Context: an optimization exercise on an open-source flow, tuned for a short achievable clock period and few clock cycles per item. The choices shown serve that exercise and are no tape-out recipe. In this exercise RTL edits were held to simulation tests only and were not proved equivalent to the original.

--- design.v ---
`timescale 1ns/1ps
package mipsPkg;
    typedef enum logic [1:0] {
        FETCH = 2'b00,
        EXEC1 = 2'b01,
        EXEC2 = 2'b10,
        HALT  = 2'b11
    } stateT;
    typedef struct packed {
        logic [5:0] opcode;
        logic [4:0] rs;
        logic [4:0] rt;
        logic [4:0] rd;
        logic [4:0] sa;
        logic [5:0] fncode;
    } rTypeT;
    typedef struct packed {
        logic [5:0]  opcode;
        logic [4:0]  rs;
        logic [4:0]  rt;
        logic [15:0] offset;
    } iTypeT;
    typedef struct packed {
        logic [5:0]  opcode;
        logic [25:0] instrIndex;
    } jTypeT;
    typedef logic [31:0] instructionT;
    localparam logic [5:0] OP_SPECIAL = 6'b000000;
    localparam logic [5:0] OP_J       = 6'b000010;
    localparam logic [5:0] OP_JAL     = 6'b000011;
    localparam logic [5:0] OP_BEQ     = 6'b000100;
    localparam logic [5:0] OP_BNE     = 6'b000101;
    localparam logic [5:0] OP_ADDIU   = 6'b001001;
    localparam logic [5:0] OP_SLTI    = 6'b001010;
    localparam logic [5:0] OP_SLTIU   = 6'b001011;
    localparam logic [5:0] OP_ANDI    = 6'b001100;
    localparam logic [5:0] OP_ORI     = 6'b001101;
    localparam logic [5:0] OP_XORI    = 6'b001110;
    localparam logic [5:0] OP_LUI     = 6'b001111;
    localparam logic [5:0] OP_LW      = 6'b100011;
    localparam logic [5:0] OP_SW      = 6'b101011;
    localparam logic [5:0] FN_JR   = 6'b001000;
    localparam logic [5:0] FN_ADDU = 6'b100001;
    localparam logic [5:0] FN_SUBU = 6'b100011;
    localparam logic [5:0] FN_AND  = 6'b100100;
    localparam logic [5:0] FN_OR   = 6'b100101;
    localparam logic [5:0] FN_XOR  = 6'b100110;
    localparam logic [5:0] FN_SLT  = 6'b101010;
    localparam logic [5:0] FN_SLTU = 6'b101011;
    localparam logic [4:0] ALU_ADD  = 5'd0;
    localparam logic [4:0] ALU_SUB  = 5'd1;
    localparam logic [4:0] ALU_AND  = 5'd2;
    localparam logic [4:0] ALU_OR   = 5'd3;
    localparam logic [4:0] ALU_XOR  = 5'd4;
    localparam logic [4:0] ALU_SLT  = 5'd5;
    localparam logic [4:0] ALU_SLTU = 5'd6;
    localparam logic [4:0] ALU_LUI  = 5'd7;
    localparam logic [1:0] WB_MEM  = 2'b00;
    localparam logic [1:0] WB_LINK = 2'b01;
    localparam logic [1:0] WB_ALU  = 2'b10;
    localparam logic [1:0] PC_JUMP   = 2'b00;
    localparam logic [1:0] PC_BRANCH = 2'b01;
    localparam logic [1:0] PC_REG    = 2'b10;
    localparam logic [1:0] PC_SEQ    = 2'b11;
endpackage
`timescale 1ns/1ps
module mipsDecoder
(
    input  mipsPkg::instructionT instruction,
    input  mipsPkg::stateT       state,
    input  logic                 equal,
    output logic                 memRead,
    output logic                 memWrite,
    output logic [3:0]           byteEn,
    output logic                 memSrc,
    output logic                 regWrite,
    output logic                 regSrc,
    output logic [1:0]           regData,
    output logic                 aluSrc,
    output logic [4:0]           aluControl,
    output logic [1:0]           pcControl,
    output logic                 cntEn,
    output logic                 extra
);
    logic [5:0] opcode;
    logic [5:0] fncode;
    logic isSpecial;
    logic isAddu, isSubu, isAnd, isOr, isXor, isSlt, isSltu, isJr;
    logic isAddiu, isAndi, isOri, isXori, isSlti, isSltiu, isLui;
    logic isLw, isSw, isBeq, isBne, isJ, isJal;
    logic rAlu, iAlu, load, store, threeCycle, twoCycle, branchTaken;
    assign opcode = instruction[31:26];
    assign fncode = instruction[5:0];
    assign isSpecial = opcode == mipsPkg::OP_SPECIAL;
    assign isAddu    = isSpecial && fncode == mipsPkg::FN_ADDU;
    assign isSubu    = isSpecial && fncode == mipsPkg::FN_SUBU;
    assign isAnd     = isSpecial && fncode == mipsPkg::FN_AND;
    assign isOr      = isSpecial && fncode == mipsPkg::FN_OR;
    assign isXor     = isSpecial && fncode == mipsPkg::FN_XOR;
    assign isSlt     = isSpecial && fncode == mipsPkg::FN_SLT;
    assign isSltu    = isSpecial && fncode == mipsPkg::FN_SLTU;
    assign isJr      = isSpecial && fncode == mipsPkg::FN_JR;
    assign isAddiu = opcode == mipsPkg::OP_ADDIU;
    assign isAndi  = opcode == mipsPkg::OP_ANDI;
    assign isOri   = opcode == mipsPkg::OP_ORI;
    assign isXori  = opcode == mipsPkg::OP_XORI;
    assign isSlti  = opcode == mipsPkg::OP_SLTI;
    assign isSltiu = opcode == mipsPkg::OP_SLTIU;
    assign isLui   = opcode == mipsPkg::OP_LUI;
    assign isLw    = opcode == mipsPkg::OP_LW;
    assign isSw    = opcode == mipsPkg::OP_SW;
    assign isBeq   = opcode == mipsPkg::OP_BEQ;
    assign isBne   = opcode == mipsPkg::OP_BNE;
    assign isJ     = opcode == mipsPkg::OP_J;
    assign isJal   = opcode == mipsPkg::OP_JAL;
    assign rAlu = isAddu || isSubu || isAnd || isOr || isXor || isSlt || isSltu;
    assign iAlu = isAddiu || isAndi || isOri || isXori || isSlti || isSltiu || isLui;
    assign load       = isLw;
    assign store      = isSw;
    assign threeCycle = load || store;
    assign twoCycle   = !threeCycle;
    assign branchTaken = (isBeq && equal) || (isBne && !equal);
    always_comb begin
        memRead    = 1'b0;
        memWrite   = 1'b0;
        byteEn     = 4'b1111;
        memSrc     = 1'b1;
        regWrite   = 1'b0;
        regSrc     = 1'b0;
        regData    = mipsPkg::WB_ALU;
        aluSrc     = 1'b0;
        aluControl = mipsPkg::ALU_ADD;
        pcControl  = mipsPkg::PC_SEQ;
        cntEn      = 1'b0;
        extra      = 1'b0;
        case (state)
            mipsPkg::FETCH: begin
                memRead = 1'b1;
            end
            mipsPkg::EXEC1: begin
                memSrc   = twoCycle;
                memRead  = load;
                memWrite = store;
                regWrite = rAlu || iAlu || isJal;
                regSrc   = rAlu;
                regData  = isJal ? mipsPkg::WB_LINK : mipsPkg::WB_ALU;
                aluSrc   = rAlu;
                cntEn    = twoCycle;
                extra    = threeCycle;
                if (isSubu)
                    aluControl = mipsPkg::ALU_SUB;
                else if (isAnd || isAndi)
                    aluControl = mipsPkg::ALU_AND;
                else if (isOr || isOri)
                    aluControl = mipsPkg::ALU_OR;
                else if (isXor || isXori)
                    aluControl = mipsPkg::ALU_XOR;
                else if (isSlt || isSlti)
                    aluControl = mipsPkg::ALU_SLT;
                else if (isSltu || isSltiu)
                    aluControl = mipsPkg::ALU_SLTU;
                else if (isLui)
                    aluControl = mipsPkg::ALU_LUI;
                if (isJ || isJal)
                    pcControl = mipsPkg::PC_JUMP;
                else if (isJr)
                    pcControl = mipsPkg::PC_REG;
                else if (branchTaken)
                    pcControl = mipsPkg::PC_BRANCH;
            end
            mipsPkg::EXEC2: begin
                regWrite = load;
                regData  = mipsPkg::WB_MEM;
                cntEn    = 1'b1;
            end
            default: begin
            end
        endcase
    end
endmodule
`timescale 1ns/1ps
module mipsSequencer
(
    input  logic                 clk,
    input  logic                 reset,
    input  logic                 extra,
    input  logic                 halt,
    input  logic [31:0]          memReadData,
    output mipsPkg::stateT       state,
    output mipsPkg::instructionT instruction
);
    mipsPkg::stateT       nextState;
    mipsPkg::instructionT instrReg;
    always_comb begin
        case (state)
            mipsPkg::FETCH:   nextState = halt ? mipsPkg::HALT : mipsPkg::EXEC1;
            mipsPkg::EXEC1:   nextState = extra ? mipsPkg::EXEC2 : mipsPkg::FETCH;
            mipsPkg::EXEC2:   nextState = mipsPkg::FETCH;
            default: nextState = mipsPkg::HALT;
        endcase
    end
    always_ff @(posedge clk) begin
        if (reset)
            state <= mipsPkg::FETCH;
        else
            state <= nextState;
    end
    always_ff @(posedge clk) begin
        if (state == mipsPkg::EXEC1)
            instrReg <= mipsPkg::instructionT'(memReadData);
    end
    assign instruction = (state == mipsPkg::EXEC1) ? mipsPkg::instructionT'(memReadData) : instrReg;
endmodule
`timescale 1ns/1ps
module mipsRegisterFile
(
    input  logic        clk,
    input  logic [4:0]  readAddrA,
    input  logic [4:0]  readAddrB,
    input  logic        writeEnable,
    input  logic [4:0]  writeAddr,
    input  logic [31:0] writeData,
    output logic [31:0] readDataA,
    output logic [31:0] readDataB
);
    logic [31:0] regs [32];
    always_ff @(posedge clk) begin
        if (writeEnable)
            regs[writeAddr] <= writeData;
        regs[0] <= 32'd0;
    end
    assign readDataA = regs[readAddrA];
    assign readDataB = regs[readAddrB];
endmodule
`timescale 1ns/1ps
module mipsAlu
(
    input  logic [31:0] operandA,
    input  logic [31:0] registerB,
    input  logic [15:0] offset,
    input  logic        aluSrc,
    input  logic [4:0]  aluControl,
    output logic [31:0] aluResult,
    output logic        equal
);
    logic        zeroExtend;
    logic [31:0] extOffset;
    logic [31:0] operandB;
    assign zeroExtend = aluControl == mipsPkg::ALU_AND || aluControl == mipsPkg::ALU_OR ||
                        aluControl == mipsPkg::ALU_XOR;
    assign extOffset = zeroExtend ? {16'd0, offset} : {{16{offset[15]}}, offset};
    assign operandB = aluSrc ? registerB : extOffset;
    always_comb begin
        case (aluControl)
            mipsPkg::ALU_SUB:  aluResult = operandA - operandB;
            mipsPkg::ALU_AND:  aluResult = operandA & operandB;
            mipsPkg::ALU_OR:   aluResult = operandA | operandB;
            mipsPkg::ALU_XOR:  aluResult = operandA ^ operandB;
            mipsPkg::ALU_SLT:  aluResult = {31'd0, $signed(operandA) < $signed(operandB)};
            mipsPkg::ALU_SLTU: aluResult = {31'd0, operandA < operandB};
            mipsPkg::ALU_LUI:  aluResult = {operandB[15:0], 16'd0};
            default:  aluResult = operandA + operandB;
        endcase
    end
    assign equal = operandA == registerB;
endmodule
`timescale 1ns/1ps
module mipsProgramCounter
#(
    parameter logic [31:0] resetVector = 32'h0000_0100
) (
    input  logic                 clk,
    input  logic                 reset,
    input  logic                 cntEn,
    input  logic [1:0]           pcControl,
    input  mipsPkg::instructionT instruction,
    input  logic [31:0]          registerA,
    output logic [31:0]          pc,
    output logic [31:0]          pcPlusFour,
    output logic                 halt
);
    logic [31:0] branchTarget;
    logic [31:0] jumpTarget;
    logic [31:0] nextPc;
    assign pcPlusFour = pc + 32'd4;
    assign branchTarget = pcPlusFour +
        {{14{instruction[15]}}, instruction[15:0], 2'b00};
    assign jumpTarget = {pcPlusFour[31:28], instruction[25:0], 2'b00};
    always_comb begin
        case (pcControl)
            mipsPkg::PC_JUMP:   nextPc = jumpTarget;
            mipsPkg::PC_BRANCH: nextPc = branchTarget;
            mipsPkg::PC_REG:    nextPc = registerA;
            default:   nextPc = pcPlusFour;
        endcase
    end
    always_ff @(posedge clk) begin
        if (reset)
            pc <= resetVector;
        else if (cntEn)
            pc <= nextPc;
    end
    assign halt = pc == 32'd0;
endmodule
`timescale 1ns/1ps
module mipsCore
#(
    parameter logic [31:0] resetVector = 32'h0000_0100
) (
    input  logic        clk,
    input  logic        reset,
    input  logic [31:0] memReadData,
    output logic [31:0] memAddr,
    output logic [31:0] memWriteData,
    output logic        memRead,
    output logic        memWrite,
    output logic [3:0]  byteEn,
    output logic        halt
);
    mipsPkg::stateT       state;
    mipsPkg::instructionT instruction;
    logic        decMemRead, memSrc, regWrite, regSrc, aluSrc, cntEn, extra;
    logic [1:0]  regData, pcControl;
    logic [4:0]  aluControl, writeAddr;
    logic        equal;
    logic [31:0] aluResult, readDataA, readDataB, writeData, pc, pcPlusFour;
    mipsDecoder uDecoder (
        .instruction(instruction), .state(state), .equal(equal),
        .memRead(decMemRead), .memWrite(memWrite), .byteEn(byteEn),
        .memSrc(memSrc), .regWrite(regWrite), .regSrc(regSrc),
        .regData(regData), .aluSrc(aluSrc), .aluControl(aluControl),
        .pcControl(pcControl), .cntEn(cntEn), .extra(extra)
    );
    mipsSequencer uSequencer (
        .clk(clk), .reset(reset), .extra(extra), .halt(halt),
        .memReadData(memReadData), .state(state), .instruction(instruction)
    );
    mipsRegisterFile uRegisterFile (
        .clk(clk),
        .readAddrA(instruction[25:21]), .readAddrB(instruction[20:16]),
        .writeEnable(regWrite), .writeAddr(writeAddr), .writeData(writeData),
        .readDataA(readDataA), .readDataB(readDataB)
    );
    mipsAlu uAlu (
        .operandA(readDataA), .registerB(readDataB),
        .offset(instruction[15:0]), .aluSrc(aluSrc),
        .aluControl(aluControl), .aluResult(aluResult), .equal(equal)
    );
    mipsProgramCounter #(.resetVector(resetVector)) uProgramCounter (
        .clk(clk), .reset(reset), .cntEn(cntEn), .pcControl(pcControl),
        .instruction(instruction), .registerA(readDataA),
        .pc(pc), .pcPlusFour(pcPlusFour), .halt(halt)
    );
    assign writeAddr = (regData == mipsPkg::WB_LINK) ? 5'd31 :
                       regSrc ? instruction[15:11] : instruction[20:16];
    always_comb begin
        case (regData)
            mipsPkg::WB_MEM:  writeData = memReadData;
            mipsPkg::WB_LINK: writeData = pcPlusFour;
            default: writeData = aluResult;
        endcase
    end
    assign memAddr      = memSrc ? pc : aluResult;
    assign memWriteData = readDataB;
    assign memRead      = decMemRead && !halt;
endmodule
--- constraint.sdc ---
create_clock -name core_clock -period 13.0 [get_ports {clk}]
set_input_delay 2.6000 -clock core_clock [delete_from_list [all_inputs] [get_ports {clk}]]
set_output_delay 2.6000 -clock core_clock [all_outputs]
set_load 0.01 [all_outputs]
--- run.sh ---
#!/bin/bash
# synth_recipe.tcl (not shown) runs the flow's synth.tcl, then flattens the netlist and writes it again
# the make line also repeats each setting of config.mk as NAME=value (left out here)
make -C /OpenROAD-flow-scripts/flow DESIGN_CONFIG=/design/flow/config.mk WORK_HOME=/design/flow/orfs CLKGATE_MAP_FILE= SYNTH_SCRIPT=/design/flow/synth_recipe.tcl finish
--- config.mk ---
export PLATFORM = sky130hd
export DESIGN_NAME = mipsCore
export DESIGN_NICKNAME = mipsCore
export VERILOG_FILES = /design/flow/design.v
export SDC_FILE = /design/flow/constraint.sdc
export NUM_CORES = 4
export LEC_CHECK = 0
export CAP_MARGIN = 20
export CORE_MARGIN = 2
export CORE_UTILIZATION = 40
export SETUP_SLACK_MARGIN = 1.0
export SLEW_MARGIN = 20
==> flow_summary.yaml <==
status:
  outcome: "no timing/DRC/antenna violations"
drt:
  via_count: 64600
  drt_pass1_iterations: 9
  drc: 0
  wire_per_inst_um: 38.63
  dr.first_iter.drc_count: 12140
  ant_nets: 0
  wirelength_um: 351800
  vias_per_cell: 7.093
sta:
  hold_violations: 0
  fmax_mhz: 82.33
  relSlewSlack_pct: 19.20
  period_minus_slack_ns: 12.15
  finalSetupViolCount: 0
  rsz0062_at_grt: "yes"
  fin_ws_ns: 0.8545
  setup_tns_ns: 0
  fin_skew_ns: 0.07223
  post-route-period-util_pct: 93.43
  tightest_slew_ns: 1.199
  drv_slew: 0
final_layout:
  mostFrequentLayoutCells: "992 x edfxtp_1, 729 x nand2_1, 538 x o21ai_0, 536 x a21oi_1, 516 x buf_4"
  area_growth_pct: 17.06
  fillers: 14880
  final_common_cell: "edfxtp_1"
  finish.net_count: 6998
  drive_gt1_share_pct: 15.56
die:
  start_util_pct: 40.29
  die_w_um: 406.2
  io_pins: 105
  die_h_um: 406.2
  core_sq_um: 160600
  std_cell_rows: 147
  die_area_sq_um: 165000
flow_run:
  cap_violations: 0
synth:
  yosysTopAreaCell: "edfxtp_1"
  yosysWarnings: 6
  synth_seq_cells: 1058
  async_reset_ff_share_pct: 0
  synth_area_leaders: "edfxtp_1 46%, o21ai_0 4.3%, nand2_1 4.2%"
  ys_types: 106
  synth_edf_count: 992
  synth_area_sq_um: 64690
  ys.flop_type: "edfxtp_1"
  avgSynthCellArea_sq_um: 9.805
  synth_seq_area_share_pct: 48.09
  synth.top_cell.area_share_pct: 46.05
  syn-instance-count: 6598
global_routing:
  first_global_vias: 59460
  grt_overflow: 0
  antenna_found_initial: 25
  grt_use_total_pct: 41.36
  grt_max_degree: 100
  grt_pass1_wl_um: 478300
clocking:
  clock_latency_ns: 0.84
  clk_pin_slew_ns: 0.07
  clock_sinks: 1058
  cts_inserted_buffers: 119
  cts_tree: "yes"
  cts-root-buf: "clkbuf_16"
  clock_path_buffers: 3
  holdBufCountCts: 0
  h-tree-depth: 3
power_and_ir_drop:
  max-vdd-ir-drop_mv: 0.1441
  powerDensity_nw_per_um2: 212.5
  total_power_mw: 16.09
  total_leakage_power_nw: 26.26
setup_path:
  cp-start-kind: "primary input"
  arrival_ns: 9.55
  endpoint_kind: "primary output"
  r2r_cells: 22
  path_max_fanout: 23
  cp_slowest_cell: "clkdlybuf4s50_1"
  slowest_delay_ns: 0.56
  crit_type: "primary input to primary output"
  critPathRequiredTime_ns: 10.40
  path_common_cell: "buf_4"
worst_hold_path:
  hold_class: "register to register"
  worstHoldPathCells: 1
place:
  post-place-ws_ns: 0.1029
  dp_hpwl_um: 233100
  portBuffers: 100
  gp_congestion: 1.029
[worst paths after layout]
check | endpoint | startpoint | slack, ns
worst max-delay path | memAddr[25] | memReadData[18] | 0.85
worst min-delay path | uSequencer.instrReg[14] | uSequencer.instrReg[14] | 0.50
worst max register to register | uProgramCounter.pc[26] | uSequencer.state[1] | 4.05
worst min register to register | uSequencer.instrReg[14] | uSequencer.instrReg[14] | 0.50
[worst max-delay path, delay by kind of cell]
kind | cells | cell delay [ns]
buffers and inverters | 11 | 2.58
AOI/OAI and AO/OA | 13 | 2.43
and+or+nand+nor | 5 | 1.21
muxes | 2 | 0.43
adders and majority gates | 1 | 0.24
[logic make-up (layout without fill, tap and decap cells)]
family,after synthesis,in the layout,synth area share [%]
fa+ha+maj,132,132,2.588
mux,227,227,4.971
buf+inv,774,1106,5.272
flops,1058,1058,48.09
other cells,1,17,0.005797
compound gates,2446,2446,25.08
xor+xnor,97,97,1.313
simple gates,1863,1864,12.68
[layout make-up]
cell class	count	area (sq um)	share of cell area, %
Antenna cell	13	32.53	0.04296
Multi-Input combinational cell	4770	31170	41.16
Tap cell	2160	2703	3.569
Clock buffer	141	3060	4.041
Clock inverter	82	854.6	1.128
Inverter	211	877.1	1.158
Timing Repair inverter	2	17.52	0.02313
Timing Repair Buffer	670	5894	7.783
Sequential cell	1058	31120	41.10
[Yosys cell counts (37+ instances only)]
| master | n |
|---|---|
| nand3_1 | 207 |
| nor2b_1 | 43 |
| clkbuf_1 | 302 |
| edfxtp_1 | 992 |
| inv_1 | 198 |
| a21o_1 | 40 |
| buf_4 | 46 |
| o221ai_1 | 48 |
| o21ai_0 | 561 |
| nand2b_1 | 47 |
| o21bai_1 | 43 |
| nor2_1 | 544 |
| o22ai_1 | 98 |
| mux4_2 | 67 |
| a21oi_1 | 544 |
| buf_2 | 143 |
| nor3_1 | 108 |
| o211ai_1 | 358 |
| a221oi_1 | 118 |
| ha_1 | 129 |
| o2bb2ai_1 | 38 |
| mux2i_1 | 118 |
| a22oi_1 | 80 |
| a32oi_1 | 37 |
| nand2_1 | 730 |
| xnor2_1 | 53 |
| a211oi_1 | 72 |
| xor2_1 | 44 |
| a221o_1 | 49 |
| a31oi_1 | 54 |
| buf_1 | 53 |
| a22o_1 | 46 |
| dfxtp_1 | 66 |
[metal layers]
layer	share of wire [%]	up-vias	track usage, %	routed length (um)
met5	0.042	-	0	147
met4	8.3	22	27.46	29360
met3	15	1447	14.46	53080
met2	40	5705	58.06	142100
met1	36	31610	53.56	127100
li1	-	25820	-	-
[power by group]
part	switching (mW)	internal, mW
clock network	1.55	1.92
registers	0.0707	4.90
logic	5.50	2.15
[registers in the layout, indices dropped and copies added, names as in the netlist]
register	cells
uSequencer.state	2
uProgramCounter.pc	32
uSequencer.instrReg	32
uRegisterFile.regs	992
[per-stage QoR]
step / cells / area [sq um] / hold slack (ns) / utilization [%]
after CTS: 9081 / 75350 / 0.4984 / 46.93
after detailed placement: 8832 / 70720 / 0.4820 / 44.05
after floorplan: 6601 / 64700 / 0.4646 / -
after global routing: 9095 / 75700 / 0.5256 / 47.15
final: 9107 / 75730 / 0.5017 / 47.16
after global placement: 8832 / 70720 / 0.4805 / 44.05
[timing repair]
item | in CTS | in global routing
setup buffers | 21 | 9
endpoints found under the setup margin | 19 | 16
gates cloned | 5 | 3
pin swaps | 5 | 8
resized for setup | 98 | 61
Testbench counts, summed over its fixed seeds: cycles 66,245, instructions 29,121.

separate check: timing with driven ports:
The flow's constraints put no driver on any port. The routed layout listed below was extracted and timed again, unchanged, in two steps.
Step 1: set_driving_cell puts a clkbuf_16 on clk and a buf_2 on each other input, an assumption about the parent block.
Step 2, shift: input delay + t, output delay - t, t = (earliest + latest rising clock arrival at the registers) / 2. This alone moves slack from input paths to output paths.
Slacks: no drivers / after step 1 / after step 2; pairs: no drivers / after step 1.
shift t [ns]: 0.879
setup WS [ns]: 0.854 / 0.762 / 0.762
hold WS [ns]: 0.502 / 0.502 / 0.502
slew at the worst register clock pin (ns): 0.07 / 0.07
worst slew at a driven data input, ns: 0.14
After both steps this run still meets setup and hold. For this run, drivers alone change the setup slack by -0.092 ns; drivers and shift together by -0.092 ns.
